From an optimization exercise on the open Yosys and OpenROAD flow, aimed at small area; shortcuts taken in it are not production practice.
At most, simulation tests tie the RTL to the original design; equivalence was not proved.
No functional check of the RTL was part of run 7.
Power figures rest on the tool's default switching activity, not on a simulated workload.

## design/flow/design.v

```verilog
`default_nettype none
package srcPkg;
    localparam int InstrWidth   = 32;   
    localparam int RegCount     = 16;
    localparam int RegAddrWidth = 4;    
    localparam int ImmWidth     = 19;   
    localparam int OpcodeWidth  = 5;
    localparam logic [OpcodeWidth-1:0] OpAdd  = 5'd3;
    localparam logic [OpcodeWidth-1:0] OpSub  = 5'd4;
    localparam logic [OpcodeWidth-1:0] OpAnd  = 5'd5;
    localparam logic [OpcodeWidth-1:0] OpOr   = 5'd6;
    localparam logic [OpcodeWidth-1:0] OpShr  = 5'd7;
    localparam logic [OpcodeWidth-1:0] OpShra = 5'd8;
    localparam logic [OpcodeWidth-1:0] OpShl  = 5'd9;
    localparam logic [OpcodeWidth-1:0] OpRor  = 5'd10;
    localparam logic [OpcodeWidth-1:0] OpRol  = 5'd11;
    localparam logic [OpcodeWidth-1:0] OpAddi = 5'd12;
    localparam logic [OpcodeWidth-1:0] OpAndi = 5'd13;
    localparam logic [OpcodeWidth-1:0] OpOri  = 5'd14;
    localparam logic [OpcodeWidth-1:0] OpNeg    = 5'd17;   
    localparam logic [OpcodeWidth-1:0] OpNot    = 5'd18;
    localparam logic [OpcodeWidth-1:0] OpBranch = 5'd19;   
    typedef enum logic [3:0] {
        AluAdd, AluSub, AluAnd, AluOr,
        AluShr, AluShra, AluShl, AluRor, AluRol,
        AluNeg, AluNot,
        AluBranch,   
        AluNone      
    } AluOp;
    typedef enum logic [1:0] {
        CondZero    = 2'd0,
        CondNonzero = 2'd1,
        CondMinus   = 2'd2,
        CondPlus    = 2'd3
    } CondCode;
    typedef struct packed {
        AluOp                    aluOp;
        logic [RegAddrWidth-1:0] destReg;
        logic [InstrWidth-1:0]   opA;       
        logic [InstrWidth-1:0]   opB;       
        CondCode                 cond;
        logic                    writes;
        logic                    illegal;
    } DecodedOp;
    typedef struct packed {
        logic [InstrWidth-1:0]   value;
        logic [RegAddrWidth-1:0] destReg;
        logic                    writes;
        logic                    branchTaken;
        logic                    illegal;
    } ExecResult;
endpackage
`default_nettype wire
`default_nettype none
module srcCore (
    input  logic                            Clock,
    input  logic                            rstN,
    input  logic                            req,
    input  logic [srcPkg::InstrWidth-1:0]   instr,
    output logic                            ack,
    output logic [srcPkg::InstrWidth-1:0]   result,
    output logic [srcPkg::RegAddrWidth-1:0] resultReg,
    output logic                            wrote,
    output logic                            branchTaken,
    output logic                            illegal
);
    logic [4:0] op;
    logic [3:0] ra, rb, rc;
    assign op = instr[31:27];
    assign ra = instr[26:23];
    assign rb = instr[22:19];
    assign rc = instr[18:15];
    logic isAdd, isSub, isAnd, isOr, isShr, isShra, isShl, isRor, isRol;
    logic isAddi, isAndi, isOri, isNeg, isNot, isBr;
    assign isAdd  = (op == 5'd3);
    assign isSub  = (op == 5'd4);
    assign isAnd  = (op == 5'd5);
    assign isOr   = (op == 5'd6);
    assign isShr  = (op == 5'd7);
    assign isShra = (op == 5'd8);
    assign isShl  = (op == 5'd9);
    assign isRor  = (op == 5'd10);
    assign isRol  = (op == 5'd11);
    assign isAddi = (op == 5'd12);
    assign isAndi = (op == 5'd13);
    assign isOri  = (op == 5'd14);
    assign isNeg  = (op == 5'd17);
    assign isNot  = (op == 5'd18);
    assign isBr   = (op == 5'd19);
    logic isShift, isImm, writes, isIll;
    assign isShift = isShr | isShra | isShl | isRor | isRol;
    assign isImm   = isAddi | isAndi | isOri;
    assign writes  = (op >= 5'd3 && op <= 5'd14) | isNeg | isNot;
    assign isIll   = !(writes | isBr);
    logic [2:0] phase;
    logic       clr;           
    logic       inPass;        
    logic       loadDone;      
    logic [3:0] loadCnt;       
    logic [4:0] amt;           
    logic       sgn;           
    logic       carry;
    logic       nz;            
    logic [3:0] x [8];         
    logic [3:0] prev;          
    logic [3:0] ring [16][8];
    logic run, passCyc, passEnd, loading, lastLoad;
    assign run      = req && !ack;
    assign passCyc  = run && (inPass || (phase == 3'd0 && (!isShift || loadDone)));
    assign passEnd  = passCyc && (phase == 3'd7);
    logic [3:0] addrA;
    logic [3:0] dataA, dataB;
    assign addrA = isBr ? ra : rb;
    assign dataA = clr ? 4'd0 : ring[addrA][0];
    assign dataB = clr ? 4'd0 : ring[rc][0];
    logic       shLeft;
    logic [4:0] rotL;          
    logic [2:0] rotG;
    logic [1:0] rotB;
    assign shLeft = isShl | isRol;
    assign rotL   = shLeft ? amt : (5'd0 - amt);
    assign rotG   = rotL[4:2];
    assign rotB   = rotL[1:0];
    assign loading  = run && isShift && !loadDone && !inPass;
    assign lastLoad = loading && loadCnt[3] && (phase == ~rotG);
    logic [7:0] window;
    logic [3:0] rotOut, shOut;
    assign window = {x[0], prev};
    always_comb begin
        for (int i = 0; i < 4; i++) begin
            logic [4:0] j;
            logic       fill;
            j = {phase, 2'(i)};
            rotOut[i] = window[4 + i - rotB];
            if (isShl)       fill = (j < amt);
            else if (isRol || isRor) fill = 1'b0;
            else             fill = ({1'b0, j} + {1'b0, amt}) > 6'd31;
            shOut[i] = fill ? (isShra & sgn) : rotOut[i];
        end
    end
    logic [18:0] imm;
    logic [31:0] immExt;
    logic [3:0]  immG, opB, addA, addB, logicOut, resG;
    logic        cin;
    logic [4:0]  sum;
    assign imm    = instr[18:0];
    assign immExt = {{13{imm[18]}}, imm};
    assign immG   = immExt[{phase, 2'b00} +: 4];
    assign opB    = isImm ? immG : dataB;
    assign addA = isNeg ? ~dataA : dataA;
    assign addB = isNeg ? 4'd0 : (isSub ? ~opB : opB);
    assign cin  = (phase == 3'd0) ? (isSub | isNeg) : carry;
    assign sum  = {1'b0, addA} + {1'b0, addB} + {4'd0, cin};
    always_comb begin
        if (isAnd | isAndi)    logicOut = dataA & opB;
        else if (isOr | isOri) logicOut = dataA | opB;
        else                   logicOut = ~dataA;
    end
    always_comb begin
        if (isAdd | isAddi | isSub | isNeg) resG = sum[3:0];
        else if (isShift)                   resG = shOut;
        else if (writes)                    resG = logicOut;
        else                                resG = 4'd0;   
    end
    logic anyA, brCond;
    assign anyA = ((phase != 3'd0) && nz) | (|dataA);
    always_comb begin
        case (instr[20:19])
            2'd0:    brCond = !anyA;
            2'd1:    brCond = anyA;
            2'd2:    brCond = dataA[3];
            default: brCond = !dataA[3];
        endcase
    end
    always_ff @(posedge Clock) begin
        if (!rstN) begin
            phase       <= 3'd0;
            clr         <= 1'b1;
            ack         <= 1'b0;
            inPass      <= 1'b0;
            loadDone    <= 1'b0;
            loadCnt     <= 4'd0;
        end else begin
            phase <= phase + 3'd1;
            if (phase == 3'd7) clr <= 1'b0;
            if (passEnd) ack <= 1'b1;
            else if (!req) ack <= 1'b0;
            inPass   <= passCyc && !passEnd;
            loadDone <= run && (loadDone || lastLoad);
            if (!run) loadCnt <= 4'd0;
            else if (loading && !loadCnt[3]) loadCnt <= loadCnt + 4'd1;
        end
    end
    always_ff @(posedge Clock) begin
        if (run && !inPass) begin
            if (phase == 3'd0) amt[3:0] <= dataB;
            if (phase == 3'd1) amt[4]   <= dataB[0];
            if (phase == 3'd7) sgn      <= dataA[3];
        end
        carry <= sum[4];
        nz    <= anyA;
        if (loading || passCyc) begin
            for (int k = 0; k < 7; k++) x[k] <= x[k + 1];
            x[7] <= loading ? dataA : resG;
            prev <= x[0];
        end
        if (passEnd) begin
            resultReg   <= ra;
            wrote       <= writes;
            illegal     <= isIll;
            branchTaken <= isBr & brCond;
        end
    end
    logic [3:0] wdata;
    assign wdata = clr ? 4'd0 : resG;
    always_ff @(posedge Clock) begin
        for (int r = 0; r < 16; r++) begin
            for (int k = 0; k < 7; k++) ring[r][k] <= ring[r][k + 1];
            ring[r][7] <= (clr || (passCyc && writes && ra == 4'(r))) ? wdata : ring[r][0];
        end
    end
    always_comb begin
        for (int k = 0; k < 8; k++) result[4*k +: 4] = x[k];
    end
endmodule
`default_nettype wire
```

## design/flow/run.sh

```bash
#!/bin/bash
# synth_recipe.tcl (not shown) runs the flow's synth.tcl, then flattens the netlist and writes it again
# the make line also repeats each setting of config.mk as NAME=value (left out here)
make -C /OpenROAD-flow-scripts/flow DESIGN_CONFIG=/design/flow/config.mk WORK_HOME=/design/flow/orfs CLKGATE_MAP_FILE= SYNTH_SCRIPT=/design/flow/synth_recipe.tcl finish
```

## design/flow/constraint.sdc

```tcl
create_clock -name core_clock -period 8.0 [get_ports {Clock}]
set_input_delay 1.6000 -clock core_clock [delete_from_list [all_inputs] [get_ports {Clock}]]
set_output_delay 1.6000 -clock core_clock [all_outputs]
set_load 0.01 [all_outputs]
```

## design/flow/config.mk

```make
export PLATFORM = sky130hd
export DESIGN_NAME = srcCore
export DESIGN_NICKNAME = srcCore
export VERILOG_FILES = /design/flow/design.v
export SDC_FILE = /design/flow/constraint.sdc
export NUM_CORES = 4
export LEC_CHECK = 0
export ABC_AREA = 1
export CAP_MARGIN = 20
export CORE_MARGIN = 2
export CORE_UTILIZATION = 40
export SLEW_MARGIN = 20
```

==> impl_results.md, run 1 <==
* Die width at 208 µm
* HPWL after DPL at 27300 µm
* Number of setup buffers added after CTS at 0
* Met3 track utilization from global routing at 3.36%
* Final count of pins violating max slew at 0
* M1 GR Usage at 25.2%
* Power share of the combinational group at 4.6%
* Setup skew after layout at 0.0133 ns
* Portion of the clock cycle consumed by the worst path in the final layout at 70.0%
* EDFF count, synth at 49
* Clock edge transition at the registers on the reported setup and hold paths at 0.07 ns
* CTS-repair resized insts at 0
* Number of primary I/O pins at 75
* Critical Setup Path Class: in -> reg
* Hold Fails Final Rpt at 0
* Synthesis Warnings at 3
* Number of distinct library cells after synthesis at 50
* Diode count at 0
* Post-DR wirelength/cell at 17.3 µm
* Area of the die at 43200 µm²
* Per-cell via count in the routed design at 4.69
* Status: complete, no violations
* Power dissipated by switching net loads at 1.23 mW
* Die Y-Extent at 208 µm
* Total Power Consumption at 5.61 mW
* H-Tree Level Count at 2
* Clk Tree Root Cell: clkbuf_16
* FFs w/ async S/R, synth at 0%
* Syn Std Cell Area at 16600 µm²
* Yosys reg bits at 574
* Cells after synthesis at 1534
* Number of instances in the placed design at 2119
* Number of port buffers at 74
* Global-route usage over all layers at 17.6%
* Area of all placed cells without fillers at 19600 µm²
* Clock latency at the later pin of the worst-skew pair at 0.60 ns
* Max Freq at 0.179 GHz
* Part of the total power dissipated in the clock network at 42.6%
* Nets at 1702
* Data required time at the worst endpoint at 8.34 ns
* Leading cell types by total area after synthesis: dfxtp_1, nand2_1, edfxtp_1
* Via count of the first global-routing pass at 9815
* Global-route layer with the greatest usage: met2
* Most used standard cell by instance count after synthesis: dfxtp_1
* Hold buffers post-CTS at 0
* Setup violators final at 0
* CP Capture Type: flip-flop
* Critical Path Source Type: primary input
* Starting density of the core at 40.6%
* Area grow syn2layout at 17.8%
* DRC marker count from the first detailed-route iteration at 821
* Total internal power at 4.38 mW
* Core region area at 40900 µm²
* Number of max-cap violations at 0
* Cell taking the most area after synthesis: dfxtp_1
* Signal arrival time at the worst endpoint at 5.94 ns
* Deepest clock path buffer count at 3
* Post-synth top flop: dfxtp_1
* Portion of the post-synthesis area used by sequential elements at 72.2%
* Worst-path fanout max at 18
* Unrepaired setup endpoints after global routing: false
* Synthesized area per cell at 10.8 µm²
* Highest ir drop seen on vdd at 0.154 mV
* Relative slew slack at 29.2%
* Placed cell areas at 17900 µm²
* Net count after synthesis at 1594
* Leakage power summed over all cells at 8.41 nW
* Sinks on Clock Net at 574
* Final global-route overflow total at 0
* Global-route wire length before repair at 57600 µm
* Antenna violations before repair at 0
* Pwr dens at 287 nW/µm²
* Ranking of synthesized cells by instance count: dfxtp_1, nand2_1, nor2_1, inv_1, nand4_1
* Post-Route Setup TNS at 0 ns
* Pin count of the biggest net entering global routing at 62
* Share of post-route cells with drive strength above 1 at 8.37%
* Number of clock buffers inserted by TritonCTS at 53
* TritonCTS clock tree: yes
* Measured slew at the worst slew-check pin at 1.06 ns
* Drt first pass iters at 5
* Vias at 10403
* Floorplan row count at 74
* Routing usage on met2 at 26.6%
* Post-DRT Antenna Nets at 0
* RD Place Congestion at 0.890
* Sequential power share at 52.8%
* Count of placed standard cells in the final layout, fillers left out at 2216
* Net Sw Frac at 21.9%
* DRT Wirelength at 38300 µm
* Min cycle time layout at 5.60 ns
* Proportion of netlist area held by the largest area contributor at 63.3%
* Hold/Removal Path Class: reg -> reg
* Final hold slack at 0.316 ns
* Count of unresolved DRC violations after routing at 0
==> placed cells by master, fill, tap and decap left out, types with 3 or more instances in the layout <==
cell type / count
clkbuf_8: 7
o21ai_1: 4
nand3_1: 31
inv_2: 4
nor2_2: 17
nor2_4: 4
ha_1: 21
inv_4: 3
fa_1: 4
xor2_1: 8
clkinv_4: 5
nand2_1: 427
dfxtp_1: 525
clkinv_2: 8
o21ai_0: 34
clkdlybuf4s50_1: 74
nor2_1: 100
a21oi_1: 37
nand4_1: 80
o22ai_1: 4
nand2_2: 15
nor3_1: 11
edfxtp_1: 49
nand2_4: 4
clkbuf_16: 54
inv_1: 97
clkbuf_1: 15
or2_2: 3
o21ai_2: 3
==> critical path: stages <==
cell and delay [ns]:
clkdlybuf4s50_1 0.95, nand3_4 0.20, nand2_1 0.10, nand2_1 0.09, nand2_1 0.19, nor2_2 0.09, nand2_1 0.06, nand2_1 0.08
nor2_1 0.13, nand2_2 0.06, nor2_2 0.19, nor2_4 0.07, xor2_1 0.17, fa_1 0.47, fa_1 0.50, nand2_1 0.58
nand3_1 0.30, nand2_1 0.10
==> sequential cells by signal (all words and copies together), names as in the netlist, 3 cells and up <==
| signal | flops |
|---|---|
| amt | 5 |
| loadCnt | 4 |
| phase | 3 |
| prev | 4 |
| resultReg | 4 |
| ring | 512 |
| x | 32 |
==> layer usage <==
metal  share of wire, %  vias to the layer above
met4                2.6                        0
met2                 43                      309
met1                 49                     4875
li1                   -                     5152
met3                5.4                       67
met5                  0                        -
==> power groups by stage <==
stage	sequential (mW)	clock, mW	combinational, mW
4_1_cts	2.96	2.46	0.260
2_1_floorplan	3.02	0	0.143
3_3_place_gp	3.02	0	0.256
5_1_grt	2.96	2.57	0.283
6_report	2.96	2.39	0.261
3_5_place_dp	3.03	0	0.258
==> metrics by stage <==
stage | utilization, % | worst slack, ns
final | 47.8 | 2.40
after global routing | 47.8 | 2.06
after CTS | 47.8 | 2.36
after detailed placement | 43.7 | 1.77
after global placement | 43.7 | 1.95
after floorplan | - | 3.45
==> final timing paths <==
check	start	end	slack, ns	cells past startpoint
hold reg to reg	ring[82][2]	ring[81][2]	0.32	0
hold / removal	ring[82][2]	ring[81][2]	0.32	0
setup reg to reg	phase[0]	x[7][3]	3.61	17
setup / recovery	instr[31]	x[7][1]	2.40	18
==> logic make-up (layout without fill, tap and decap cells) <==
logic type / count (synthesis) / in the layout / share of synthesized area (%)
adders and majority gates: 25 / 25 / 2.06
AOI/OAI and AO/OA: 96 / 96 / 3.32
xor gates and xnor gates: 10 / 10 / 0.528
DFF: 574 / 574 / 72.2
muxes: 1 / 1 / 0.0603
buffers and inverters: 126 / 276 / 3.26
and+or+nand+nor: 702 / 702 / 18.6
==> layout make-up <==
cell class              count  area, µm²
well taps                 532        666
clock inverters            20        185
flip-flops and latches    574      12000
multi-input cells         834       4080
repair buffers             76        756
clock buffers              77       1510
fillers                  3719      21400
inverters                 103        388
==> run 2: changes to the inputs <==
--- a/design/flow/config.mk
+++ b/design/flow/config.mk
@@ -5,7 +5,6 @@
 export SDC_FILE = /design/flow/constraint.sdc
 export NUM_CORES = 4
 export LEC_CHECK = 0
-export ABC_AREA = 1
 export CAP_MARGIN = 20
 export CORE_MARGIN = 2
 export CORE_UTILIZATION = 40
==> impl_results.md, run 2 <==
* Status: complete, no violations
* Count of placed standard cells in the final layout, fillers left out at 2037
* Die width at 211 µm
* Yosys reg bits at 574
* Ranking of synthesized cells by instance count: dfxtp_1, nor2_1, nand2_1, o21ai_0, nand3_1
* Relative slew slack at 37.4%
* Hold/Removal Path Class: reg -> reg
* Number of distinct library cells after synthesis at 84
* Slowest-stage cell, CP: or3b_1
* Post-DR wirelength/cell at 19.9 µm
* Number of cells on the worst reg-to-reg path at 17
* Cells after synthesis at 1355
* Critical Path End: ring[111][1]
* Post-Route Setup TNS at 0 ns
* Proportion of netlist area held by the largest area contributor at 61.4%
* Portion of the clock cycle consumed by the worst path in the final layout at 82.1%
* Cell family with the largest share of critical-path delay: compound AO/OA/AOI/OAI gates
* Final count of pins violating max slew at 0
* Pin count of the biggest net entering global routing at 40
* Setup violators final at 0
* Slowest cell delay on critical path at 0.80 ns
* Count of unresolved DRC violations after routing at 0
* Post-synth top flop: dfxtp_1
* Data required time at the worst endpoint at 8.45 ns
* Post-DRT Antenna Nets at 0
* Number of setup buffers added after CTS at 0
* Floorplan row count at 75
* Signal arrival time at the worst endpoint at 7.01 ns
* Final core occ at 48.2%
* Critical Path Source Type: primary input
* Most frequent standard cell in the layout excluding fill and tap cells: dfxtp_1
* CP Cell Sequence: clkdlybuf4s50_1 > or3b_1 > nor2_8 > o21ai_0 > a22oi_1 > nand4_1 > o41ai_4 > buf_4 > xnor2_1 > fa_1 > fa_1 > o21ai_0 > a21oi_1 > nor2_1 > o22a_1 > mux2_1 > o21ai_2 > buf_4 > o21ai_0
* FFs w/ async S/R, synth at 0%
* Clk Tree Root Cell: clkbuf_16
* Launching point of the worst reg2reg path: ring[8][0]
* Starting density of the core at 40.6%
* DRT Wirelength at 40600 µm
* Leakage power summed over all cells at 7.57 nW
* Antenna violations before repair at 4
* H-Tree Level Count at 2
* Core region area at 42100 µm²
* Hold buffers post-CTS at 0
* Hold Fails Final Rpt at 0
* Worst path buffer plus inverter count at 3
* Endpoint of the most critical register-to-register path: ring[111][1]
* Most used standard cell by instance count after synthesis: dfxtp_1
* Number of port buffers at 74
* CP Capture Type: flip-flop
* Die Y-Extent at 211 µm
* Critical Path Most Common Cell: o21ai_0
* Diode count at 0
* Cell taking the most area after synthesis: dfxtp_1
* Largest regs: ring (512), x (32), amt (5)
* Unrepaired setup endpoints after global routing: false
* Vias at 10384
* Leading cell types by total area after synthesis: dfxtp_1, edfxtp_1, nor2_1
* Drt first pass iters at 5
* Min cycle time layout at 6.57 ns
* Largest register FFs at 512
* Number of max-cap violations at 0
* Area of the die at 44500 µm²
* Net count after synthesis at 1415
* Per-cell via count in the routed design at 5.10
* TritonCTS clock tree: yes
* Worst setup path start: instr[29]
* Area grow syn2layout at 18.5%
* RD Place Congestion at 0.886
* Setup skew after layout at 0.0278 ns
* Measured slew at the worst slew-check pin at 0.939 ns
* Total Power Consumption at 5.78 mW
* Synthesized area per cell at 12.6 µm²
* Instance count along the most critical hold path at 0
* Deepest clock path buffer count at 3
* Max Freq at 0.152 GHz
* Share of post-route cells with drive strength above 1 at 12.0%
* HPWL after DPL at 28800 µm
* Synthesis Warnings at 3
* Final hold slack at 0.308 ns
* Nets at 1515
* Final global-route overflow total at 0
* Register name with the most flops: ring
* Setup slack on the worst flop-to-flop path at 3.60 ns
* Via count of the first global-routing pass at 10206
* Global-route usage over all layers at 18.6%
* Clock latency at the later pin of the worst-skew pair at 0.59 ns
* Sinks on Clock Net at 574
* Portion of the post-synthesis area used by sequential elements at 70.0%
* Number of primary I/O pins at 75
* Number of clock buffers inserted by TritonCTS at 54
* Critical Setup Path Class: in -> reg
* CTS-repair resized insts at 0
* Pwr dens at 285 nW/µm²
* Commonest non-fill, non-tap cells in the layout: dfxtp_1, nor2_1, clkdlybuf4s50_1
* Syn Std Cell Area at 17100 µm²
* EDFF count, synth at 49
* Number of instances in the placed design at 1938
* DRC marker count from the first detailed-route iteration at 649
* Highest ir drop seen on vdd at 0.150 mV
* Global-route wire length before repair at 61900 µm
* Worst-path fanout max at 21
* Clock edge transition at the registers on the reported setup and hold paths at 0.06 ns
* Worst path depth at 19
## run 2: routing by layer
layer | part of all wire (%) | global-route usage (%) | up-vias
met4 | 3.5 | 7.46 | 6
met2 | 45 | 29.6 | 335
li1 | - | - | 4994
met3 | 6.2 | 4.74 | 88
met5 | 0.081 | 0 | -
met1 | 45 | 24.3 | 4961
## run 2: per-stage QoR
step                      setup WS, ns  area [µm²]
after CTS                         1.50       20300
final                             1.43       20300
after floorplan                   2.23       17100
after detailed placement         0.920       18500
after global routing              1.08       20300
after global placement           0.949       18500
## run 2: cell families (layout without fill, tap and decap cells)
family | count (synthesis) | count (layout) | share of synthesized area [%]
DFF | 574 | 574 | 70.0
adders and majority gates | 25 | 25 | 2.00
xor gates and xnor gates | 16 | 16 | 0.818
AOI/OAI and AO/OA | 266 | 266 | 11.2
buffers and inverters | 84 | 227 | 2.24
muxes | 45 | 45 | 3.64
and+or+nand+nor | 345 | 345 | 10.1
## run 2: final cells by class
class	instances	area, µm²
fillers	3652	21800
flip-flops and latches	574	12000
multi-input cells	697	4770
clock buffers	71	1570
repair buffers	100	936
well taps	539	674
clock inverters	28	268
inverters	28	105
## run 2: worst register-to-register path: stages (launching register included)
cell      delay, ns
dfxtp_1        0.43
mux4_2         0.50
a211oi_1       0.25
a211oi_1       0.09
buf_4          0.19
a21o_1         0.24
xor2_1         0.14
nand2_1        0.09
fa_1           0.44
fa_1           0.56
o21ai_0        0.11
a21oi_1        0.15
nor2_1         0.05
o22a_1         0.19
mux2_1         0.31
o21ai_2        0.14
buf_4          0.25
o21ai_0        0.14
## run 2: report_power, final
| group | internal (mW) | switching [mW] |
|---|---|---|
| Combinational | 0.112 | 0.171 |
| Sequential | 2.93 | 0.0204 |
| Clock | 1.51 | 1.04 |
## run 2: worst min path at each step
stage	from	to	slack (ns)
3_5_place_dp	ring[1][0]	ring[0][0]	0.31
5_1_grt	ring[101][2]	ring[100][2]	0.32
4_1_cts	ring[7][1]	ring[6][1]	0.30
2_1_floorplan	ring[1][0]	ring[0][0]	0.31
6_report	ring[109][2]	ring[108][2]	0.31
3_3_place_gp	ring[19][0]	ring[18][0]	0.31
==> run 3: changes to the inputs <==
--- a/design/flow/config.mk
+++ b/design/flow/config.mk
@@ -5,7 +5,11 @@
 export SDC_FILE = /design/flow/constraint.sdc
 export NUM_CORES = 4
 export LEC_CHECK = 0
+export ABC_AREA = 1
 export CAP_MARGIN = 20
 export CORE_MARGIN = 2
-export CORE_UTILIZATION = 40
+export CORE_UTILIZATION = 60
+export CTS_BUF_LIST = sky130_fd_sc_hd__clkbuf_8
+export CTS_CLUSTER_DIAMETER = 60
+export CTS_CLUSTER_SIZE = 20
 export SLEW_MARGIN = 20
==> impl_results.md, run 3 <==
* Setup violators final at 0
* Share of post-route cells with drive strength above 1 at 6.65%
* Launching point of the worst reg2reg path: phase[0]
* Die Y-Extent at 170 µm
* Hold/Removal Path Class: reg -> reg
* Status: complete, no violations
* Post-synth top flop: dfxtp_1
* Number of clock buffers inserted by TritonCTS at 38
* Pin count of the biggest net entering global routing at 90
* Most used standard cell by instance count after synthesis: dfxtp_1
* RD Place Congestion at 0.911
* Data required time at the worst endpoint at 8.53 ns
* Register name with the most flops: ring
* HPWL after DPL at 26900 µm
* Number of max-cap violations at 0
* Unrepaired setup endpoints after global routing: false
* Signal arrival time at the worst endpoint at 6.25 ns
* Post-DR wirelength/cell at 18.6 µm
* Min cycle time layout at 5.71 ns
* Part of the total power dissipated in the clock network at 29.7%
* Nets at 1687
* Hold Startpoint: ring[117][1]
* Sinks on Clock Net at 574
* Synthesis Warnings at 3
* Number of port buffers at 74
* Max Freq at 0.175 GHz
* Worst-path fanout max at 18
* Hold Fails Final Rpt at 0
* Final hold slack at 0.316 ns
* Final global-route overflow total at 0
* Measured slew at the worst slew-check pin at 1.06 ns
* Sequential power share at 64.6%
* Net Sw Frac at 22.9%
* Post-Route Setup TNS at 0 ns
* Deepest clock path buffer count at 3
* Area of the die at 29000 µm²
* Floorplan row count at 60
* Diode count at 0
* Critical Path Source Type: primary input
* Cell taking the most area after synthesis: dfxtp_1
* Cells after synthesis at 1534
* Per-cell via count in the routed design at 5.23
* Portion of the post-synthesis area used by sequential elements at 72.2%
* Starting density of the core at 61.4%
* Global-route usage over all layers at 25.5%
* Most frequent standard cell in the layout excluding fill and tap cells: dfxtp_1
* Worst setup path start: instr[31]
* Number of distinct library cells after synthesis at 50
* Count of unresolved DRC violations after routing at 0
* Pwr dens at 250 nW/µm²
* Via count of the first global-routing pass at 10104
* Portion of the clock cycle consumed by the worst path in the final layout at 71.4%
* DRT Wirelength at 36800 µm
* Power share of the combinational group at 5.7%
* Cell family with the largest share of critical-path delay: simple AND/OR/NAND/NOR gates
* Ranking of synthesized cells by instance count: dfxtp_1, nand2_1, nor2_1, inv_1, nand4_1
* Worst path buffer plus inverter count at 2
* Proportion of netlist area held by the largest area contributor at 63.3%
* Area grow syn2layout at 10.3%
* FFs w/ async S/R, synth at 0%
* Net count after synthesis at 1594
* Largest register FFs at 512
* Synthesized area per cell at 10.8 µm²
* Slowest cell delay on critical path at 0.96 ns
* Number of primary I/O pins at 75
* Clk Tree Root Cell: clkbuf_8
* CP Cell Sequence: clkdlybuf4s50_1 > nand3_4 > nand2_1 > nand2_1 > nand2_1 > nor2_2 > nand2_1 > nand2_1 > nor2_1 > nand2_2 > nor2_2 > nor2_4 > xor2_1 > fa_1 > fa_1 > inv_1 > nor2_1 > o21ai_2 > nand4_1 > nand2_1
* Yosys reg bits at 574
* DRC marker count from the first detailed-route iteration at 964
* EDFF count, synth at 49
* Global-route wire length before repair at 55500 µm
* Number of setup buffers added after CTS at 0
* Largest regs: ring (512), x (32), amt (5)
* Post-DRT Antenna Nets at 0
* Leading cell types by total area after synthesis: dfxtp_1, nand2_1, edfxtp_1
* Core region area at 27000 µm²
* TritonCTS clock tree: yes
* Clock latency at the later pin of the worst-skew pair at 0.60 ns
* Vias at 10354
* Critical Setup Path Class: in -> reg
* Hold buffers post-CTS at 0
* Setup skew after layout at 0.0489 ns
* Die width at 170 µm
* Syn Std Cell Area at 16600 µm²
* CTS-repair resized insts at 0
* Final count of pins violating max slew at 0
* Clock edge transition at the registers on the reported setup and hold paths at 0.11 ns
* H-Tree Level Count at 2
* Relative slew slack at 29.0%
* Total internal power at 3.53 mW
* Drt first pass iters at 6
* CP Capture Type: flip-flop
* Slowest-stage cell, CP: clkdlybuf4s50_1
* Final-layout fill cell count at 1994
* Leakage power summed over all cells at 7.94 nW
* Critical Path Most Common Cell: nand2_1
* Highest ir drop seen on vdd at 0.259 mV
* Commonest non-fill, non-tap cells in the layout: dfxtp_1, nand2_1, inv_1, nor2_1, nand4_1
* Power dissipated by switching net loads at 1.05 mW
* Antenna violations before repair at 0
==> run 3: changes by cell type in the layout (fill, tap and decap cells not counted), sizes merged, moves of 13 or more <==
| cell | change |
|---|---|
| mux2i | -23 |
| a211oi | -40 |
| nand3 | -20 |
| nor2 | +17 |
| nand4 | +65 |
| clkbuf | -32 |
| nand2b | -19 |
| buf | -24 |
| o21ai | -20 |
| nand2 | +387 |
| nor2b | -20 |
| inv | +79 |
| mux4 | -13 |
| o31ai | -24 |
==> run 3: worst paths after layout <==
check,cells past startpoint,slack [ns],to
setup / recovery,20,2.29,ring[111][2]
hold / removal,0,0.32,ring[116][1]
setup reg to reg,16,3.55,ring[111][2]
hold reg to reg,0,0.32,ring[116][1]
==> run 3: metal layers <==
metal	routed length (µm)	vias up	global-route usage, %
met3	2060	67	4.02
li1	-	5107	-
met4	979	0	8.84
met1	17500	4827	36.4
met5	0	-	0
met2	16300	353	40.0
==> run 3: stage by stage <==
stage | instances | setup WS, ns | power (mW) | util, % | area (µm²)
final | 1981 | 2.29 | 4.58 | 67.8 | 18300
after global routing | 1981 | 2.04 | 4.72 | 67.8 | 18300
after CTS | 1981 | 2.41 | 4.60 | 67.8 | 18300
after detailed placement | 1928 | 1.79 | 3.28 | 65.2 | 17600
after global placement | 1928 | 1.87 | 3.27 | 65.2 | 17600
after floorplan | 1534 | 3.45 | 3.17 | - | 16600
==> run 3: layout make-up <==
type                       instances  area [µm²]  area share, %
clock buffer                      39         537           2.93
clock inverter                    14         149          0.813
inverter                         103         388           2.12
multi-input combinational        834        4080           22.3
sequential                       574       12000           65.4
tap                              341         427           2.33
timing repair buffer              76         756           4.13
==> run 3: logic make-up after synthesis <==
logic type | after synthesis | share of synthesized area [%]
AO/OA/AOI/OAI | 96 | 3.32
adder cells (fa/ha/maj) | 25 | 2.06
flip-flops | 574 | 72.2
multiplexers | 1 | 0.0603
AND/OR/NAND/NOR | 702 | 18.6
buffers and inverters | 126 | 3.26
XOR/XNOR | 10 | 0.528
==> run 3: worst register-to-register path: cells and delay by family, from the launching register on <==
family,cells,cell delay (ns)
DFF,1,0.80
AOI/OAI and AO/OA,5,1.44
and+or+nand+nor,7,0.79
adders and majority gates,2,0.87
buffers and inverters,2,0.53
==> run 3: power groups by stage <==
stage	combinational (mW)	clock (mW)	sequential, mW
CTS	0.257	1.39	2.96
detailed placement	0.256	0	3.02
global route	0.283	1.47	2.96
finish	0.260	1.36	2.96
global placement	0.251	0	3.02
floorplan	0.143	0	3.02
==> run 4: changes to the inputs <==
--- a/design/flow/config.mk
+++ b/design/flow/config.mk
@@ -9,7 +9,7 @@
 export CAP_MARGIN = 20
 export CORE_MARGIN = 2
 export CORE_UTILIZATION = 60
-export CTS_BUF_LIST = sky130_fd_sc_hd__clkbuf_8
-export CTS_CLUSTER_DIAMETER = 60
-export CTS_CLUSTER_SIZE = 20
+export CTS_BUF_LIST = sky130_fd_sc_hd__clkbuf_16
+export CTS_CLUSTER_DIAMETER = 100
+export CTS_CLUSTER_SIZE = 30
 export SLEW_MARGIN = 20
==> impl_results.md, run 4 <==
* Die Y-Extent at 170 µm
* Vias at 10415
* Worst-path fanout max at 18
* Diode count at 0
* Area of the die at 29000 µm²
* DRT Wirelength at 38100 µm
* Post-synth top flop: dfxtp_1
* Final-layout fill cell count at 1977
* Post-DR wirelength/cell at 19.5 µm
* Pwr dens at 249 nW/µm²
* CP Capture Type: flip-flop
* Critical Setup Path Class: in -> reg
* CTS-repair resized insts at 0
* Number of clock buffers inserted by TritonCTS at 23
* Count of placed standard cells in the final layout, fillers left out at 1958
* DP Worst Slack at 1.79 ns
* Relative slew slack at 27.4%
* Total Power Consumption at 4.55 mW
* Slowest cell delay on critical path at 0.94 ns
* Pin count of the biggest net entering global routing at 90
* Final count of pins violating max slew at 0
* Portion of the clock cycle consumed by the worst path in the final layout at 71.9%
* Final global-route overflow total at 0
* Number of max-cap violations at 0
* Signal arrival time at the worst endpoint at 6.24 ns
* Final hold slack at 0.326 ns
* Number of cells on the worst reg-to-reg path at 16
* Post-DRT Antenna Nets at 0
* Per-cell via count in the routed design at 5.32
* Global-route usage over all layers at 26.5%
* Max Freq at 0.174 GHz
* Largest register FFs at 512
* Cell taking the most area after synthesis: dfxtp_1
* Number of port buffers at 74
* Unrepaired setup endpoints after global routing: false
* Worst setup path start: instr[31]
* TritonCTS clock tree: yes
* Launching point of the worst reg2reg path: phase[0]
* Syn Std Cell Area at 16600 µm²
* Cells after synthesis at 1534
* Critical Path Source Type: primary input
* Yosys reg bits at 574
* Number of primary I/O pins at 75
* Deepest clock path buffer count at 3
* Synthesis Warnings at 3
* Share of post-route cells with drive strength above 1 at 5.26%
* Endpoint of the most critical register-to-register path: ring[103][2]
* Register name with the most flops: ring
* Proportion of netlist area held by the largest area contributor at 63.3%
* Floorplan row count at 60
* Leakage power summed over all cells at 7.90 nW
* Clock edge transition at the registers on the reported setup and hold paths at 0.10 ns
* Measured slew at the worst slew-check pin at 1.09 ns
* DRC marker count from the first detailed-route iteration at 955
* Core region area at 27000 µm²
* Clk Tree Root Cell: clkbuf_16
* Synthesized area per cell at 10.8 µm²
* FFs w/ async S/R, synth at 0%
* Net count after synthesis at 1594
* Hold buffers post-CTS at 0
* Sinks on Clock Net at 574
* Largest regs: ring (512), x (32), amt (5)
* Critical Path End: ring[103][2]
* Most used standard cell by instance count after synthesis: dfxtp_1
* Slowest-stage cell, CP: clkdlybuf4s50_1
* Data required time at the worst endpoint at 8.48 ns
* Final core occ at 67.6%
* Ranking of synthesized cells by instance count: dfxtp_1, nand2_1, nor2_1, inv_1, nand4_1
* Number of distinct library cells after synthesis at 50
* Starting density of the core at 61.4%
* Hold/Removal Path Class: reg -> reg
* Min cycle time layout at 5.75 ns
* RD Place Congestion at 0.911
* Nets at 1672
* Die width at 170 µm
* HPWL after DPL at 26900 µm
* Clock latency at the later pin of the worst-skew pair at 0.55 ns
* CP Cell Sequence: clkdlybuf4s50_1 > nand3_4 > nand2_1 > nand2_1 > nand2_1 > nor2_2 > nand2_1 > nand2_1 > nor2_1 > nand2_2 > nor2_2 > nor2_4 > xor2_1 > fa_1 > fa_1 > inv_1 > nor2_1 > o21ai_2 > nand4_1 > nand2_1
* Portion of the post-synthesis area used by sequential elements at 72.2%
* Setup skew after layout at 0.0229 ns
* Area of all placed cells without fillers at 18300 µm²
* Most frequent standard cell in the layout excluding fill and tap cells: dfxtp_1
* Count of unresolved DRC violations after routing at 0
* Highest ir drop seen on vdd at 0.247 mV
* Global-route wire length before repair at 57900 µm
* Hold Fails Final Rpt at 0
* Status: complete, no violations
* Drt first pass iters at 5
* Number of instances in the placed design at 1928
* Antenna violations before repair at 0
* Setup violators final at 0
* Placed cell areas at 17600 µm²
* Leading cell types by total area after synthesis: dfxtp_1, nand2_1, edfxtp_1
* Commonest non-fill, non-tap cells in the layout: dfxtp_1, nand2_1, inv_1
* Critical Path Most Common Cell: nand2_1
* Setup slack on the worst flop-to-flop path at 3.51 ns
* H-Tree Level Count at 1
* Via count of the first global-routing pass at 10273
* Number of setup buffers added after CTS at 0
* EDFF count, synth at 49
* Area grow syn2layout at 9.99%
* Final Worst Setup Slack at 2.25 ns
* Post-Route Setup TNS at 0 ns
## run 4: cell count changes in the layout (fill, tap and decap cells not counted), sizes merged
cell      delta
bufinv       -1
clkbuf      -16
clkinv       -3
clkinvlp     -1
inv          -2
## run 4: worst min-delay path by stage
| stage | slack (ns) | from | cells after the start | end |
|---|---|---|---|---|
| after floorplan | 0.31 | ring[1][0] | 0 | ring[0][0] |
| after global placement | 0.31 | ring[98][0] | 0 | ring[97][0] |
| after detailed placement | 0.31 | ring[23][0] | 0 | ring[22][0] |
| after CTS | 0.32 | ring[116][1] | 0 | ring[115][1] |
| after global routing | 0.33 | ring[116][1] | 0 | ring[115][1] |
| final | 0.33 | ring[116][1] | 0 | ring[115][1] |
## run 4: final cells by class
type                       instances  area (µm²)  area share [%]
timing repair buffer              76         756            4.14
tap                              341         427            2.34
multi-input combinational        834        4080            22.3
inverter                         103         388            2.12
clock inverter                     7        52.6           0.288
clock buffer                      23         576            3.15
sequential                       574       12000            65.6
## run 4: logic make-up after synthesis
family                   after synthesis  share of synthesized area, %
buffers and inverters                126                          3.26
XOR/XNOR                              10                         0.528
flip-flops                           574                          72.2
adder cells (fa/ha/maj)               25                          2.06
multiplexers                           1                        0.0603
AO/OA/AOI/OAI                         96                          3.32
AND/OR/NAND/NOR                      702                          18.6
## run 4: where the power goes
group / total, mW / internal (mW) / leakage [nW] / switching (mW)
registers: 2.96 / 2.94 / 4.69 / 0.0219
logic: 0.261 / 0.0879 / 2.89 / 0.173
clock network: 1.34 / 0.534 / 0.324 / 0.802
total: 4.55 / 3.56 / 7.90 / 0.997
## run 4: critical path, delay by kind of cell
kind / cells / cell delay [ns]
and+or+nand+nor: 14 / 1.75
AOI/OAI and AO/OA: 1 / 0.82
xor gates and xnor gates: 1 / 0.16
adders and majority gates: 2 / 0.87
buffers and inverters: 2 / 1.02
## run 4: metal layers
layer | vias to the layer above | part of all wire, % | track usage (%)
li1 | 5056 | - | -
met1 | 4955 | 47 | 38.1
met2 | 322 | 45 | 42.0
met3 | 82 | 5.2 | 3.35
met4 | 0 | 3.0 | 8.58
met5 | - | 0 | 0
==> run 5: changes to the inputs <==
==> design/flow/flow/run.sh (new file) <==
#!/bin/bash
# Standard layout, with buf_1 as the port buffer cell.
set -e
export BUFFER_PORTS_ARGS="-buffer_cell sky130_fd_sc_hd__buf_1"
bash standard.sh > standard.log 2>&1
==> design/flow/standard.sh (new file) <==
#!/bin/bash
# synth_recipe.tcl (not shown) runs the flow's synth.tcl, then flattens the netlist and writes it again
# the make line also repeats each setting of config.mk as NAME=value (left out here)
make -C /OpenROAD-flow-scripts/flow DESIGN_CONFIG=/design/flow/config.mk WORK_HOME=/design/flow/orfs CLKGATE_MAP_FILE= SYNTH_SCRIPT=/design/flow/synth_recipe.tcl "${@:-finish}"
--- a/design/flow/config.mk
+++ b/design/flow/config.mk
@@ -9,7 +9,7 @@
 export CAP_MARGIN = 20
 export CORE_MARGIN = 2
 export CORE_UTILIZATION = 60
-export CTS_BUF_LIST = sky130_fd_sc_hd__clkbuf_16
-export CTS_CLUSTER_DIAMETER = 100
-export CTS_CLUSTER_SIZE = 30
+export CTS_BUF_LIST = sky130_fd_sc_hd__clkbuf_8
+export CTS_CLUSTER_DIAMETER = 60
+export CTS_CLUSTER_SIZE = 20
 export SLEW_MARGIN = 20
removed: design/flow/run.sh
==> impl_results.md, run 5 <==
* Die width at 170 µm
* Relative slew slack at 27.5%
* DP Worst Slack at 2.07 ns
* Area of the die at 29000 µm²
* Hold/Removal Path Class: reg -> reg
* CTS-repair resized insts at 0
* Global-route wire length before repair at 54900 µm
* HPWL after DPL at 26400 µm
* Most used standard cell by instance count after synthesis: dfxtp_1
* Clock latency at the later pin of the worst-skew pair at 0.57 ns
* Area grow syn2layout at 7.17%
* Syn Std Cell Area at 16600 µm²
* Share of post-route cells with drive strength above 1 at 6.48%
* Status: complete, no violations
* Unrepaired setup endpoints after global routing: false
* Final core occ at 65.8%
* Number of distinct library cells after synthesis at 50
* Synthesized area per cell at 10.8 µm²
* Portion of the post-synthesis area used by sequential elements at 72.2%
* Drt first pass iters at 6
* Cell taking the most area after synthesis: dfxtp_1
* CP Capture Type: flip-flop
* Starting density of the core at 61.4%
* Signal arrival time at the worst endpoint at 5.83 ns
* Via count of the first global-routing pass at 9868
* Clk Tree Root Cell: clkbuf_8
* Post-DR wirelength/cell at 18.4 µm
* DRC marker count from the first detailed-route iteration at 852
* Per-cell via count in the routed design at 5.26
* Die Y-Extent at 170 µm
* Worst-path fanout max at 18
* Number of setup buffers added after CTS at 0
* Measured slew at the worst slew-check pin at 1.09 ns
* Largest regs: ring (512), x (32), amt (5)
* Hold Fails Final Rpt at 0
* Max Freq at 0.186 GHz
* Number of clock buffers inserted by TritonCTS at 37
* RD Place Congestion at 0.929
* Number of port buffers at 74
* Post-synth top flop: dfxtp_1
* Data required time at the worst endpoint at 8.44 ns
* TritonCTS clock tree: yes
* FFs w/ async S/R, synth at 0%
* Post-Route Setup TNS at 0 ns
* Commonest non-fill, non-tap cells in the layout: dfxtp_1, nand2_1, inv_1, nor2_1, nand4_1
* Nets at 1686
* Global-route usage over all layers at 25.3%
* Setup violators final at 0
* Sinks on Clock Net at 574
* Final Worst Setup Slack at 2.61 ns
* Register name with the most flops: ring
* Most frequent standard cell in the layout excluding fill and tap cells: dfxtp_1
* Deepest clock path buffer count at 3
* Floorplan row count at 60
* DRT Wirelength at 36500 µm
* Ranking of synthesized cells by instance count: dfxtp_1, nand2_1, nor2_1, inv_1, nand4_1
* Setup skew after layout at 0.0227 ns
* Final count of pins violating max slew at 0
* Pwr dens at 252 nW/µm²
* Critical Setup Path Class: in -> reg
* Number of primary I/O pins at 75
* Min cycle time layout at 5.39 ns
* Pin count of the biggest net entering global routing at 66
* Antenna violations before repair at 0
* Number of max-cap violations at 0
* H-Tree Level Count at 2
* Highest ir drop seen on vdd at 0.235 mV
* Net count after synthesis at 1594
* Count of unresolved DRC violations after routing at 0
* Final global-route overflow total at 0
* Critical Path Source Type: primary input
* Synthesis Warnings at 3
* Core region area at 27000 µm²
* Diode count at 0
* Leading cell types by total area after synthesis: dfxtp_1, nand2_1, edfxtp_1
* Largest register FFs at 512
* Leakage power summed over all cells at 7.72 nW
* Yosys reg bits at 574
* Post-DRT Antenna Nets at 0
* Portion of the clock cycle consumed by the worst path in the final layout at 67.4%
* Hold buffers post-CTS at 0
* EDFF count, synth at 49
* Clock edge transition at the registers on the reported setup and hold paths at 0.11 ns
* Vias at 10396
* Proportion of netlist area held by the largest area contributor at 63.3%
* Cells after synthesis at 1534
-- run 5: cell counts after synthesis --
Identical to the previous run, type by type.
-- run 5: power by group --
part,switching [mW],internal (mW),leakage [nW]
Combinational,0.171,0.0575,2.69
Sequential,0.0211,2.94,4.69
Clock,0.835,0.460,0.337
Total,1.03,3.45,7.72
-- run 5: worst paths after layout --
path | from | end | slack (ns) | depth (start not counted)
setup / recovery | instr[31] | x[7][2] | 2.61 | 20
hold / removal | ring[14][3] | ring[13][3] | 0.32 | 0
setup reg to reg | phase[0] | x[7][2] | 3.55 | 16
hold reg to reg | ring[14][3] | ring[13][3] | 0.32 | 0
-- run 5: critical path, cell delays in order --
cell     delay (ns)
buf_1          0.68
nand3_4        0.21
nand2_1        0.13
nand2_2        0.10
nand2_2        0.15
nor2_1         0.10
nand2_1        0.07
nand2_1        0.04
nor2_1         0.15
nand2_1        0.09
nor2_2         0.18
nor2_4         0.07
xor2_1         0.16
fa_1           0.47
fa_1           0.41
inv_1          0.07
nor2_1         0.04
o21ai_2        0.82
nand3_1        0.17
nand2_1        0.10
-- run 5: per-stage QoR --
step	cell area, µm²	power, mW	std cells	hold WS (ns)
floorplan	16600	3.17	1534	0.310
global placement	17200	3.24	1928	0.309
detailed placement	17200	3.25	1928	0.312
CTS	17800	4.51	1978	0.323
global route	17800	4.64	1978	0.323
finish	17800	4.48	1978	0.320
-- run 5: area by class of cell --
| class | instances | area [µm²] |
|---|---|---|
| inverters | 103 | 388 |
| clock inverters | 12 | 100 |
| repair buffers | 76 | 293 |
| fillers | 2004 | 9230 |
| multi-input cells | 834 | 4080 |
| flip-flops and latches | 574 | 12000 |
| clock buffers | 38 | 523 |
| well taps | 341 | 427 |
-- run 5: cell families (layout without fill, tap and decap cells) --
kind of cell / after synthesis / count (layout) / synth area share (%)
buffers and inverters: 126 / 229 / 3.26
XOR/XNOR: 10 / 10 / 0.528
AND/OR/NAND/NOR: 702 / 702 / 18.6
AO/OA/AOI/OAI: 96 / 96 / 3.32
adder cells (fa/ha/maj): 25 / 25 / 2.06
multiplexers: 1 / 1 / 0.0603
flip-flops: 574 / 574 / 72.2
-- run 5: layer usage --
metal  track usage (%)  up-vias  part of all wire, %
met5                 0        -                    0
met2              39.0      396                   43
met1              36.8     4814                   47
met3              3.72       90                  6.0
met4              8.81        0                  3.2
li1                  -     5096                    -
==> run 6: changes to the inputs <==
--- a/design/flow/design.v
+++ b/design/flow/design.v
@@ -124,28 +124,37 @@
     assign loading  = run && isShift && !loadDone && !inPass;
     assign lastLoad = loading && loadCnt[3] && (phase == ~rotG);
     logic [7:0] window;
-    logic [3:0] rotOut, shOut;
-    assign window = {x[0], prev};
+    logic [3:0] rotOut, shOut, below;
+    logic       gLess, gEq, fillLeft, fillRight, fillVal;
+    assign window   = {x[0], prev};
+    assign gLess    = phase < rotG;
+    assign gEq      = phase == rotG;
+    assign fillLeft  = isShl;
+    assign fillRight = (isShr | isShra) & (amt != 5'd0);
+    assign fillVal   = isShra & sgn;
     always_comb begin
         for (int i = 0; i < 4; i++) begin
-            logic [4:0] j;
-            logic       fill;
-            j = {phase, 2'(i)};
             rotOut[i] = window[4 + i - rotB];
-            if (isShl)       fill = (j < amt);
-            else if (isRol || isRor) fill = 1'b0;
-            else             fill = ({1'b0, j} + {1'b0, amt}) > 6'd31;
-            shOut[i] = fill ? (isShra & sgn) : rotOut[i];
+            below[i]  = gLess | (gEq & (2'(i) < rotB));
+            if ((fillLeft & below[i]) | (fillRight & !below[i])) shOut[i] = fillVal;
+            else                                               shOut[i] = rotOut[i];
         end
     end
     logic [18:0] imm;
-    logic [31:0] immExt;
     logic [3:0]  immG, opB, addA, addB, logicOut, resG;
     logic        cin;
     logic [4:0]  sum;
     assign imm    = instr[18:0];
-    assign immExt = {{13{imm[18]}}, imm};
-    assign immG   = immExt[{phase, 2'b00} +: 4];
+    always_comb begin
+        case (phase)
+            3'd0:    immG = imm[3:0];
+            3'd1:    immG = imm[7:4];
+            3'd2:    immG = imm[11:8];
+            3'd3:    immG = imm[15:12];
+            3'd4:    immG = {imm[18], imm[18:16]};
+            default: immG = {4{imm[18]}};
+        endcase
+    end
     assign opB    = isImm ? immG : dataB;
     assign addA = isNeg ? ~dataA : dataA;
     assign addB = isNeg ? 4'd0 : (isSub ? ~opB : opB);
==> impl_results.md, run 6 <==
* Status: complete, no violations
* Net Sw Frac at 22.2%
* Unrepaired setup endpoints after global routing: false
* Sinks on Clock Net at 574
* TritonCTS clock tree: yes
* Launching point of the worst reg2reg path: phase[0]
* Pin count of the biggest net entering global routing at 60
* Global-route usage over all layers at 24.9%
* H-Tree Level Count at 2
* Instance count along the most critical hold path at 0
* Sequential power share at 66.0%
* Diode count at 0
* Largest regs: ring (512), x (32), amt (5)
* Number of max-cap violations at 0
* CP Capture Type: flip-flop
* Antenna violations before repair at 0
* Final Worst Setup Slack at 2.78 ns
* Highest ir drop seen on vdd at 0.218 mV
* Data required time at the worst endpoint at 8.34 ns
* Signal arrival time at the worst endpoint at 5.56 ns
* Critical Setup Path Class: in -> reg
* Most used standard cell by instance count after synthesis: dfxtp_1
* Net count after synthesis at 1535
* Hold Fails Final Rpt at 0
* Per-cell via count in the routed design at 5.16
* FFs w/ async S/R, synth at 0%
* Share of post-route cells with drive strength above 1 at 8.93%
* Die width at 170 µm
* Drt first pass iters at 5
* Number of port buffers at 74
* Hold Startpoint: ring[31][1]
* Proportion of netlist area held by the largest area contributor at 63.8%
* CTS-repair resized insts at 0
* Worst-path fanout max at 17
* Cell taking the most area after synthesis: dfxtp_1
* Leakage power summed over all cells at 7.49 nW
* Min cycle time layout at 5.22 ns
* Die Y-Extent at 170 µm
* Syn Std Cell Area at 16500 µm²
* Most frequent standard cell in the layout excluding fill and tap cells: dfxtp_1
* Final global-route overflow total at 0
* Portion of the post-synthesis area used by sequential elements at 72.8%
* Hold buffers post-CTS at 0
* DRT Wirelength at 35500 µm
* Final count of pins violating max slew at 0
* Portion of the clock cycle consumed by the worst path in the final layout at 65.2%
* Relative slew slack at 34.7%
* Floorplan row count at 60
* Power share of the combinational group at 4.8%
* Global-route wire length before repair at 53500 µm
* Cells after synthesis at 1480
* Post-DR wirelength/cell at 18.4 µm
* Number of setup buffers added after CTS at 0
* Measured slew at the worst slew-check pin at 0.976 ns
* Synthesis Warnings at 3
* Ranking of synthesized cells by instance count: dfxtp_1, nand2_1, inv_1, nor2_1, nand4_1
* Part of the total power dissipated in the clock network at 29.2%
* Core region area at 27000 µm²
* EDFF count, synth at 49
* Commonest non-fill, non-tap cells in the layout: dfxtp_1, nand2_1, inv_1
* Number of distinct library cells after synthesis at 48
* Leading cell types by total area after synthesis: dfxtp_1, edfxtp_1, nand2_1
* DRC marker count from the first detailed-route iteration at 857
* Max Freq at 0.192 GHz
* Power dissipated by switching net loads at 993 µW
* Setup slack on the worst flop-to-flop path at 3.92 ns
* Critical Path Source Type: primary input
* DP Worst Slack at 2.20 ns
* Area grow syn2layout at 7.71%
* Starting density of the core at 61.1%
* Post-Route Setup TNS at 0 ns
* Pwr dens at 252 nW/µm²
* Endpoint of the most critical register-to-register path: x[7][1]
* Yosys reg bits at 574
* Clk Tree Root Cell: clkbuf_8
* Nets at 1634
* Register name with the most flops: ring
* RD Place Congestion at 0.950
* Deepest clock path buffer count at 3
* Number of cells on the worst reg-to-reg path at 16
* Clock edge transition at the registers on the reported setup and hold paths at 0.12 ns
* Vias at 9965
* Clock latency at the later pin of the worst-skew pair at 0.58 ns
* Number of clock buffers inserted by TritonCTS at 37
* Post-synth top flop: dfxtp_1
* Hold/Removal Path Class: reg -> reg
* HPWL after DPL at 26200 µm
* Synthesized area per cell at 11.1 µm²
* Setup skew after layout at 0.0332 ns
* Number of primary I/O pins at 75
* Via count of the first global-routing pass at 9410
* Total internal power at 3.47 mW
* Area of the die at 28800 µm²
* Count of unresolved DRC violations after routing at 0
* Setup violators final at 0
* Post-DRT Antenna Nets at 0
* Worst Hold End: ring[30][1]
* Largest register FFs at 512
-- run 6: changes by cell type in the layout (fill, tap and decap cells not counted), sizes merged, moves of 3 or more --
cell,before,now
nand4,81,51
o22ai,4,0
ha,21,18
a21oi,37,28
o21ai,42,68
a221oi,0,3
inv,111,104
nor2,121,108
nor3,12,16
nand2,446,413
nand3,33,52
-- run 6: layout make-up --
type	count	area, µm²
clock buffer	39	537
timing repair buffer	77	300
inverter	98	369
tap	341	427
sequential	574	12000
fill	2043	9220
clock inverter	12	118
multi-input combinational	791	4000
-- run 6: worst max-delay path by stage --
stage               from      end  slack, ns
2_1_floorplan  instr[28]  x[7][1]       3.39
3_3_place_gp   instr[31]  x[7][1]       2.36
3_5_place_dp   instr[31]  x[7][1]       2.20
4_1_cts        instr[31]  x[7][1]       2.84
5_1_grt        instr[31]  x[7][1]       2.38
6_report       instr[31]  x[7][1]       2.78
-- run 6: worst max-delay path, cell delays in order --
cell      delay [ns]
buf_1           0.58
inv_1           0.13
nor2_1          0.27
nand3_1         0.10
nand2_1         0.16
nand2_2         0.12
nor2_2          0.17
nand2_1         0.07
nand2_1         0.08
nor2_1          0.04
nand2_1         0.10
o21bai_1        0.12
xor2_1          0.18
fa_1            0.43
inv_1           0.09
fa_1            0.40
or2_1           0.60
nand3_1         0.23
nand2_1         0.08
-- run 6: cell families after synthesis --
kind of cell,synth area share (%)
adders and majority gates,1.61
muxes,0.0608
buffers and inverters,2.93
and+or+nand+nor,17.9
xor gates and xnor gates,0.372
AOI/OAI and AO/OA,4.32
DFF,72.8
-- run 6: per-stage QoR --
stage | hold WS [ns] | cells | utilization, % | cell area [µm²] | power (mW)
final | 0.322 | 1932 | 65.8 | 17700 | 4.47
after CTS | 0.320 | 1932 | 65.8 | 17700 | 4.50
after detailed placement | 0.312 | 1881 | 63.4 | 17100 | 3.22
after global routing | 0.318 | 1932 | 65.8 | 17700 | 4.63
after floorplan | 0.310 | 1480 | - | 16500 | 3.15
after global placement | 0.310 | 1881 | 63.4 | 17100 | 3.22
-- run 6: power by group through the flow --
stage,logic (mW),registers [mW],clock network (mW)
after floorplan,0.132,3.02,0
after global placement,0.207,3.01,0
after detailed placement,0.209,3.01,0
final,0.214,2.95,1.30
after CTS,0.211,2.95,1.34
after global routing,0.234,2.95,1.44
-- run 6: routing by layer --
layer | vias up | track usage [%] | share of wire, %
met5 | - | 0 | 0
met4 | 0 | 9.55 | 3.6
met3 | 76 | 3.52 | 5.5
met2 | 329 | 40.2 | 46
met1 | 4620 | 34.4 | 45
li1 | 4940 | - | -
==> run 7: changes to the inputs <==
--- a/design/flow/design.v
+++ b/design/flow/design.v
@@ -87,17 +87,19 @@
     assign isNeg  = (op == 5'd17);
     assign isNot  = (op == 5'd18);
     assign isBr   = (op == 5'd19);
-    logic isShift, isImm, writes, isIll;
+    logic isShift, isImm, writes, isIll, shLeft;
     assign isShift = isShr | isShra | isShl | isRor | isRol;
     assign isImm   = isAddi | isAndi | isOri;
     assign writes  = (op >= 5'd3 && op <= 5'd14) | isNeg | isNot;
     assign isIll   = !(writes | isBr);
+    assign shLeft  = isShl | isRol;
     logic [2:0] phase;
     logic       clr;           
     logic       inPass;        
+    logic       ld;            
+    logic       rot2;          
     logic       loadDone;      
-    logic [3:0] loadCnt;       
-    logic [4:0] amt;           
+    logic [4:0] rotL;          
     logic       sgn;           
     logic       carry;
     logic       nz;            
@@ -105,32 +107,34 @@
     logic [3:0] prev;          
     logic [3:0] ring [16][8];
     logic run, passCyc, passEnd, loading, lastLoad;
+    logic [2:0] rotG;
+    logic [1:0] rotB;
+    assign rotG     = rotL[4:2];
+    assign rotB     = rotL[1:0];
     assign run      = req && !ack;
     assign passCyc  = run && (inPass || (phase == 3'd0 && (!isShift || loadDone)));
     assign passEnd  = passCyc && (phase == 3'd7);
+    assign loading  = run && isShift && !loadDone && (ld || phase == 3'd0);
+    assign lastLoad = loading && rot2 && (phase == ~rotG);
     logic [3:0] addrA;
     logic [3:0] dataA, dataB;
     assign addrA = isBr ? ra : rb;
-    assign dataA = clr ? 4'd0 : ring[addrA][0];
-    assign dataB = clr ? 4'd0 : ring[rc][0];
-    logic       shLeft;
-    logic [4:0] rotL;          
-    logic [2:0] rotG;
-    logic [1:0] rotB;
-    assign shLeft = isShl | isRol;
-    assign rotL   = shLeft ? amt : (5'd0 - amt);
-    assign rotG   = rotL[4:2];
-    assign rotB   = rotL[1:0];
-    assign loading  = run && isShift && !loadDone && !inPass;
-    assign lastLoad = loading && loadCnt[3] && (phase == ~rotG);
+    for (genvar i = 0; i < 4; i++) begin : rdLane
+        logic [15:0] col;
+        for (genvar r = 0; r < 16; r++) begin : c
+            assign col[r] = ring[r][0][i];
+        end
+        mux16 muxA (.s(addrA), .d(col), .y(dataA[i]));
+        mux16 muxB (.s(rc),    .d(col), .y(dataB[i]));
+    end
     logic [7:0] window;
     logic [3:0] rotOut, shOut, below;
     logic       gLess, gEq, fillLeft, fillRight, fillVal;
-    assign window   = {x[0], prev};
-    assign gLess    = phase < rotG;
-    assign gEq      = phase == rotG;
+    assign window    = {x[0], prev};
+    assign gLess     = phase < rotG;
+    assign gEq       = phase == rotG;
     assign fillLeft  = isShl;
-    assign fillRight = (isShr | isShra) & (amt != 5'd0);
+    assign fillRight = (isShr | isShra) & (rotL != 5'd0);
     assign fillVal   = isShra & sgn;
     always_comb begin
         for (int i = 0; i < 4; i++) begin
@@ -140,11 +144,13 @@
             else                                               shOut[i] = rotOut[i];
         end
     end
+    logic [3:0] amtLo;
+    assign amtLo = shLeft ? dataB : (4'd0 - dataB);
     logic [18:0] imm;
     logic [3:0]  immG, opB, addA, addB, logicOut, resG;
     logic        cin;
     logic [4:0]  sum;
-    assign imm    = instr[18:0];
+    assign imm = instr[18:0];
     always_comb begin
         case (phase)
             3'd0:    immG = imm[3:0];
@@ -155,7 +161,7 @@
             default: immG = {4{imm[18]}};
         endcase
     end
-    assign opB    = isImm ? immG : dataB;
+    assign opB = isImm ? immG : dataB;
     assign addA = isNeg ? ~dataA : dataA;
     assign addB = isNeg ? 4'd0 : (isSub ? ~opB : opB);
     assign cin  = (phase == 3'd0) ? (isSub | isNeg) : carry;
@@ -183,28 +189,29 @@
     end
     always_ff @(posedge Clock) begin
         if (!rstN) begin
-            phase       <= 3'd0;
-            clr         <= 1'b1;
-            ack         <= 1'b0;
-            inPass      <= 1'b0;
-            loadDone    <= 1'b0;
-            loadCnt     <= 4'd0;
+            phase    <= 3'd0;
+            clr      <= 1'b1;
+            ack      <= 1'b0;
+            inPass   <= 1'b0;
+            ld       <= 1'b0;
+            rot2     <= 1'b0;
+            loadDone <= 1'b0;
         end else begin
             phase <= phase + 3'd1;
             if (phase == 3'd7) clr <= 1'b0;
             if (passEnd) ack <= 1'b1;
             else if (!req) ack <= 1'b0;
             inPass   <= passCyc && !passEnd;
+            ld       <= loading && !lastLoad;
+            rot2     <= loading && !lastLoad && (rot2 || phase == 3'd7);
             loadDone <= run && (loadDone || lastLoad);
-            if (!run) loadCnt <= 4'd0;
-            else if (loading && !loadCnt[3]) loadCnt <= loadCnt + 4'd1;
         end
     end
     always_ff @(posedge Clock) begin
-        if (run && !inPass) begin
-            if (phase == 3'd0) amt[3:0] <= dataB;
-            if (phase == 3'd1) amt[4]   <= dataB[0];
-            if (phase == 3'd7) sgn      <= dataA[3];
+        if (loading) begin
+            if (phase == 3'd0) rotL[3:0] <= amtLo;
+            if (phase == 3'd1) rotL[4]   <= shLeft ? dataB[0] : (!dataB[0] ^ (rotL[3:0] == 4'd0));
+            if (phase == 3'd7) sgn       <= dataA[3];
         end
         carry <= sum[4];
         nz    <= anyA;
@@ -221,15 +228,47 @@
         end
     end
     logic [3:0] wdata;
+    logic [3:0] ringIn [16];
     assign wdata = clr ? 4'd0 : resG;
+    for (genvar r = 0; r < 16; r++) begin : wr
+        logic we;
+        assign we = clr || (passCyc && writes && ra == 4'(r));
+        mux2x4 m (.s(we), .a(wdata), .b(ring[r][0]), .y(ringIn[r]));
+    end
     always_ff @(posedge Clock) begin
         for (int r = 0; r < 16; r++) begin
             for (int k = 0; k < 7; k++) ring[r][k] <= ring[r][k + 1];
-            ring[r][7] <= (clr || (passCyc && writes && ra == 4'(r))) ? wdata : ring[r][0];
+            ring[r][7] <= ringIn[r];
         end
     end
     always_comb begin
         for (int k = 0; k < 8; k++) result[4*k +: 4] = x[k];
     end
 endmodule
+module mux16 (
+    input  logic [3:0]  s,
+    input  logic [15:0] d,
+    output logic        y
+);
+    logic [3:0] m;
+    for (genvar j = 0; j < 4; j++) begin : l1
+        mux4 u (.s(s[1:0]), .d(d[4*j +: 4]), .y(m[j]));
+    end
+    mux4 u2 (.s(s[3:2]), .d(m), .y(y));
+endmodule
+module mux4 (
+    input  logic [1:0] s,
+    input  logic [3:0] d,
+    output logic       y
+);
+    assign y = d[s];
+endmodule
+module mux2x4 (
+    input  logic       s,
+    input  logic [3:0] a,
+    input  logic [3:0] b,
+    output logic [3:0] y
+);
+    assign y = s ? a : b;
+endmodule
 `default_nettype wire
--- a/design/flow/config.mk
+++ b/design/flow/config.mk
@@ -5,7 +5,7 @@
 export SDC_FILE = /design/flow/constraint.sdc
 export NUM_CORES = 4
 export LEC_CHECK = 0
-export ABC_AREA = 1
+export ABC_AREA = 0
 export CAP_MARGIN = 20
 export CORE_MARGIN = 2
 export CORE_UTILIZATION = 60
@@ -13,3 +13,5 @@
 export CTS_CLUSTER_DIAMETER = 60
 export CTS_CLUSTER_SIZE = 20
 export SLEW_MARGIN = 20
+export SYNTH_HIERARCHICAL = 1
+export SYNTH_MINIMUM_KEEP_SIZE = 0
==> impl_results.md, run 7 <==
* Main combinational cell family by area after synthesis: multiplexers
* Hold buffers post-CTS at 0
* Starting density of the core at 60.7%
* Relative slew slack at 32.9%
* Global-route usage over all layers at 20.6%
* Vias at 7438
* Number of clock buffers inserted by TritonCTS at 35
* Nets at 1137
* Cell family with the largest share of critical-path delay: simple AND/OR/NAND/NOR gates
* Area grow syn2layout at 8.18%
* Routing usage on met2 at 31.8%
* DRC marker count from the first detailed-route iteration at 556
* Proportion of netlist area held by the largest area contributor at 66.6%
* Leading cell types by total area after synthesis: dfxtp_1, edfxtp_1, mux4_2
* Yosys reg bits at 572
* Cell taking the most area after synthesis: dfxtp_1
* Diode count at 0
* Ranking of synthesized cells by instance count: dfxtp_1, mux2_2, edfxtp_1, mux4_2, nand2_1
* Post-synth top flop: dfxtp_1
* DRT Wirelength at 27900 µm
* Global-route layer with the greatest usage: met2
* CP Cell Sequence: buf_1 > nor2_1 > nand4_1 > o21ai_2 > buf_4 > mux4_2 > mux4_2 > xnor2_1 > fa_1 > fa_1 > and2_1 > nor3_2 > buf_4 > mux2_2
* Xor/xnor cell area share of the yosys netlist at 0.947%
* Via count of the first global-routing pass at 7323
* Critical Path Source Type: primary input
* Final count of pins violating max slew at 0
* Largest regs: ring (512), x (32), rotL (5)
* Launching point of the worst reg2reg path: phase[2]
* Net count after synthesis at 1031
* Number of instances in the placed design at 1383
* Drt first pass iters at 5
* Data required time at the worst endpoint at 8.49 ns
* Pwr dens at 254 nW/µm²
* Antenna violations before repair at 0
* Post-DR wirelength/cell at 19.5 µm
* Met3 track utilization from global routing at 2.93%
* Most used standard cell by instance count after synthesis: dfxtp_1
* Setup violators final at 0
* Min cycle time layout at 6.23 ns
* Register name with the most flops: ring
* Clk Tree Root Cell: clkbuf_8
* FFs w/ async S/R, synth at 0%
* Core region area at 25900 µm²
* Global-route wire length before repair at 43300 µm
* Area of the die at 27500 µm²
* Commonest non-fill, non-tap cells in the layout: dfxtp_1, buf_1, mux2_2
* Post-synthesis simple-gate area fraction at 4.54%
* Synthesis Warnings at 12
* Critical Setup Path Class: in -> reg
* Die Y-Extent at 166 µm
* Area share of fa/ha/maj cells after synthesis at 1.45%
* Clock edge transition at the registers on the reported setup and hold paths at 0.11 ns
* HPWL after DPL at 19800 µm
* Highest ir drop seen on vdd at 0.264 mV
* M1 GR Usage at 31.2%
* Hold/Removal Path Class: reg -> reg
* Largest register FFs at 512
* Syn Std Cell Area at 15700 µm²
* Leakage power summed over all cells at 6.55 nW
* Status: complete, no violations
* Deepest clock path buffer count at 3
* Unrepaired setup endpoints after global routing: false
* Count of unresolved DRC violations after routing at 0
* Number of max-cap violations at 0
* Setup skew after layout at 0.0326 ns
* Portion of the post-synthesis area used by sequential elements at 76.0%
* Number of setup buffers added after CTS at 0
* Worst setup path start: instr[29]
* Number of primary I/O pins at 75
* Pin count of the biggest net entering global routing at 37
* Share of post-route cells with drive strength above 1 at 17.0%
==> run 7: cell type report <==
cell class | instances | area [µm²]
Timing Repair Buffer | 88 | 383
Tap cell | 335 | 419
Fill cell | 1855 | 8910
Clock buffer | 35 | 482
Sequential cell | 572 | 11900
Multi-Input combinational cell | 371 | 3640
Inverter | 17 | 63.8
Clock inverter | 12 | 75.1
==> run 7: final timing paths <==
kind	end	slack (ns)	cells past startpoint
worst min-delay path	ring[73][2]	0.32	0
worst min register to register	ring[73][2]	0.32	0
worst max-delay path	ring[23][1]	1.77	14
worst max register to register	ring[23][1]	3.76	13
==> run 7: metal layers <==
metal  share of wire, %  vias up
li1                   -     3636
met1                 50     3598
met2                 44      162
met3                3.7       42
met4                1.7        0
met5                  0        -
==> run 7: report_power, final <==
part	switching, mW	internal [mW]
Combinational	0.102	0.0624
Sequential	0.0167	2.92
Clock	0.796	0.417
==> run 7: metrics by stage <==
step | hold slack, ns | worst slack [ns] | total power, mW | util (%) | area (µm²)
after CTS | 0.329 | 1.82 | 4.35 | 65.6 | 17000
after detailed placement | 0.312 | 1.25 | 3.17 | 63.5 | 16400
final | 0.324 | 1.77 | 4.32 | 65.6 | 17000
after floorplan | 0.310 | 0.169 | 3.11 | - | 15700
after global placement | 0.309 | 0.952 | 3.17 | 63.4 | 16400
after global routing | 0.330 | 1.52 | 4.48 | 65.6 | 17000
==> run 7: kinds of logic after synthesis <==
kind of cell / after synthesis
AOI/OAI and AO/OA: 90
xor gates and xnor gates: 17
adders and majority gates: 17
muxes: 124
DFF: 572
and+or+nand+nor: 123
buffers and inverters: 36
==> run 7: modules after synthesis (local to each module, per instance), excerpt <==
module	flops+latches	cell area, µm²
mux2x4	0	45.0
mux4	0	22.5
srcCore	572	14100

static timing again, ports no longer ideal:
Ports are ideal in the flow. The routed layouts listed here were re-timed in OpenROAD.
Step 1 assumes that a clkbuf_16 drives the clock port and a buf_2 every other input.
Step 2, shift: input delay + t, output delay - t, t = (earliest + latest rising clock arrival at the registers) / 2. This alone moves slack from input paths to output paths.
a / b / c = ideal ports / drivers / drivers and shift; a / b = the first two.
| run | t (ns) | slack for setup (ns) |
|---|---|---|
| run 1 | 0.643 | 2.401 / 2.409 / 1.766 |
| run 2 | 0.628 | 1.433 / 1.460 / 0.832 |
| run 3 | 0.621 | 2.286 / 2.278 / 1.657 |
| run 4 | 0.587 | 2.247 / 2.246 / 1.659 |
| run 5 | 0.601 | 2.610 / 2.592 / 1.991 |
| run 6 | 0.609 | 2.781 / 2.783 / 2.174 |
| run 7 | 0.594 | 1.767 / 1.784 / 1.190 |
After both steps every run listed still meets setup and hold.
